This is an optimization exercise on Yosys and OpenROAD, whose aim is small area, not a production implementation. Only simulation tests tie the RTL to the original design; equivalence was not proved. Power and IR drop assume default switching activity.

## l1_trigger_top
module l1_trigger_top (
    input  logic        aclk,
    input  logic        rst_n_i,
    input  logic [19:0] samples_i,
    input  logic        s_axil_awvalid,
    input  logic [7:0]  s_axil_awaddr,
    input  logic        s_axil_wvalid,
    input  logic [31:0] s_axil_wdata,
    input  logic [3:0]  s_axil_wstrb,
    input  logic        s_axil_bready,
    input  logic        s_axil_arvalid,
    input  logic [7:0]  s_axil_araddr,
    input  logic        s_axil_rready,
    output logic        s_axil_awready,
    output logic        s_axil_wready,
    output logic        s_axil_bvalid,
    output logic [1:0]  s_axil_bresp,
    output logic        s_axil_arready,
    output logic        s_axil_rvalid,
    output logic [31:0] s_axil_rdata,
    output logic [1:0]  s_axil_rresp,
    output logic [1:0]  trigger_o
);
Size in the first run: ~660 cells after synthesis, ~0.0075 mm² of cells after synthesis.
==> flow/config.mk <==
export PLATFORM = sky130hd
export DESIGN_NAME = l1_trigger_top
export DESIGN_NICKNAME = l1_trigger_top
export VERILOG_FILES = /design/flow/design.v
export SDC_FILE = /design/flow/constraint.sdc
export NUM_CORES = 4
export LEC_CHECK = 0
export CAP_MARGIN = 20
export CORE_MARGIN = 2
export CORE_UTILIZATION = 70
export CTS_BUF_LIST = sky130_fd_sc_hd__clkbuf_8
export CTS_CLUSTER_DIAMETER = 60
export CTS_CLUSTER_SIZE = 30
export PLACE_DENSITY = 0.8
export SLEW_MARGIN = 20
==> flow/constraint.sdc <==
create_clock -name core_clock -period 5.0 [get_ports {aclk}]
set_input_delay 1.0000 -clock core_clock [delete_from_list [all_inputs] [get_ports {aclk}]]
set_output_delay 1.0000 -clock core_clock [all_outputs]
set_load 0.01 [all_outputs]
standard.sh (not shown) runs the stock make flow with config.mk's settings and CLKGATE_MAP_FILE= SYNTH_SCRIPT=/design/flow/synth_recipe.tcl, a recipe that flattens the netlist after the stock synthesis.
==> flow/flow/run.sh <==
#!/bin/bash
# The standard synthesis and layout (standard.sh), with these changes:
#  - the port buffers are buf_1 cells instead of the resizer's default pick,
#  - the clock tree uses clkbuf_8 and no dummy loads,
#  - the buffers ABC adds in synthesis are removed at floorplan (the
#    resizer's repair buffers again where it needs to),
#  - after the standard synthesis, invopt.py removes the inverter pairs that
#    Yosys's full-adder extraction leaves around the adders. Registers are
#    untouched; the result is checked against the synthesized netlist with a
#    combinational equivalence proof (flip-flops cut), and dropped if the
#    proof fails.
# Each tool's output goes to its own log in this folder.
set -euo pipefail
export BUFFER_PORTS_ARGS="-buffer_cell sky130_fd_sc_hd__buf_1"
export REMOVE_ABC_BUFFERS=1
export CTS_ARGS="-sink_clustering_enable -repair_clock_nets -dont_use_dummy_load -buf_list sky130_fd_sc_hd__clkbuf_8 -sink_clustering_size 30 -sink_clustering_max_diameter 100"
YOSYS="${YOSYS_EXE:-$FLOW_HOME/../tools/install/yosys/bin/yosys}"
R=orfs/results/${FLOW_PLATFORM}/l1_trigger_top/base

bash standard.sh synth > synth.log 2>&1

cp "$R/1_2_yosys.v" synth_netlist.v
if python3 flow/invopt.py synth_netlist.v invopt.v > invopt.log 2>&1 &&
   python3 flow/cut_ffs.py synth_netlist.v eq_a.v >> invopt.log 2>&1 &&
   python3 flow/cut_ffs.py invopt.v eq_b.v >> invopt.log 2>&1; then
  cat > eq.ys <<EOT
read_liberty -ignore_miss_func $FLOW_HOME/platforms/sky130hd/lib/sky130_fd_sc_hd__tt_025C_1v80.lib
read_verilog eq_a.v
rename $FLOW_TOP gold
read_verilog eq_b.v
rename $FLOW_TOP gate
proc
flatten
miter -equiv -flatten -make_assert gold gate miter
hierarchy -top miter
sat -verify -prove-asserts miter
EOT
  if "$YOSYS" -s eq.ys > eq.log 2>&1; then
    echo "invopt netlist proven equivalent; using it" >> invopt.log
    cp invopt.v "$R/1_2_yosys.v"
    rm -f "$R/1_synth.odb" "$R/1_synth.sdc"
  else
    echo "equivalence proof failed; keeping the synthesized netlist" >> invopt.log
  fi
fi

bash standard.sh > flow.log 2>&1
Other scripts of this flow, unchanged in this note and not shown: flow/flow/cut_ffs.py, flow/flow/invopt.py
The baseline completed with no timing, DRC or antenna violations.
Rerun with:
Settings changed: CORE_UTILIZATION 70 to 80, CTS_BUF_LIST sky130_fd_sc_hd__clkbuf_8 to not set, CTS_CLUSTER_DIAMETER 60 to not set, CTS_CLUSTER_SIZE 30 to not set, PLACE_DENSITY 0.8 to 0.88.
The changed run finished with timing, DRC and antenna clean.
Clock-buffer cell count stays the same.
Total power went up by 3.3%.
Final area went down by 0.49%.
Worst hold slack gets better by 0.012 ns.
Global-route usage went up by 4.8 points.
Area after synthesis does not change.
Maximum frequency went down by 4.0%.
Clock skew hardly moves.
Setup slack gets worse by 0.19 ns.
Non-clock buffer count went down by 3.
Rerun with:
--- a/flow/flow/run.sh
+++ b/flow/flow/run.sh
@@ -15,3 +15,3 @@
 export REMOVE_ABC_BUFFERS=1
-export CTS_ARGS="-sink_clustering_enable -repair_clock_nets -dont_use_dummy_load -buf_list sky130_fd_sc_hd__clkbuf_8 -sink_clustering_size 30 -sink_clustering_max_diameter 100"
+export CTS_ARGS="-sink_clustering_enable -repair_clock_nets -dont_use_dummy_load -buf_list sky130_fd_sc_hd__clkbuf_8 -sink_clustering_size 50 -sink_clustering_max_diameter 150"
 YOSYS="${YOSYS_EXE:-$FLOW_HOME/../tools/install/yosys/bin/yosys}"
Settings changed: CORE_UTILIZATION 80 to 70, CTS_BUF_LIST set to sky130_fd_sc_hd__clkbuf_8, CTS_CLUSTER_DIAMETER set to 60, CTS_CLUSTER_SIZE set to 30, PLACE_DENSITY 0.88 to 0.8.
Clock-buffer cell count stays the same.
Via count drops by 4.0%.
Total power drops by 3.2%.
Synthesized cell count does not change.
Synthesized area does not change.
Die area climbs by 14%.
Wire length drops by 6.4%.
First-iteration DRC count drops by 7.4%.
Worst setup slack gains 0.19 ns.
Non-clock buffer count climbs by 3.
Sequential share of layout area drops by 0.23 points.

[what the ideal ports hide]
No port has a modelled driver above. Below, the same layouts with a new extraction and two added sets of constraints. Step 1 sets driving cells, clkbuf_16 on the clock port and buf_2 on the other inputs (assumed; they add their load-dependent delay and slew). Step 2 moves the port delays by t, midway between the first and last clock arrival at a register: inputs arrive t later, outputs are due t later. That takes back most of the time a late clock gives input paths. Slacks: no drivers / after step 1 / after step 2; pairs: no drivers / after step 1.
| run | t, ns | setup WS [ns] | worst setup path after step 2 | worst register clock-pin slew, ns |
|---|---|---|---|---|
| the first run | 0.461 | 0.403 / 0.403 / 0.078 | input to register | 0.08 / 0.08 |
| the second run | 0.465 | 0.210 / 0.210 / -0.028 | input to register | 0.08 / 0.08 |
| the third run | 0.461 | 0.403 / 0.403 / 0.078 | input to register | 0.08 / 0.08 |
Met with ideal ports but missed after step 2: setup timing in the second run.
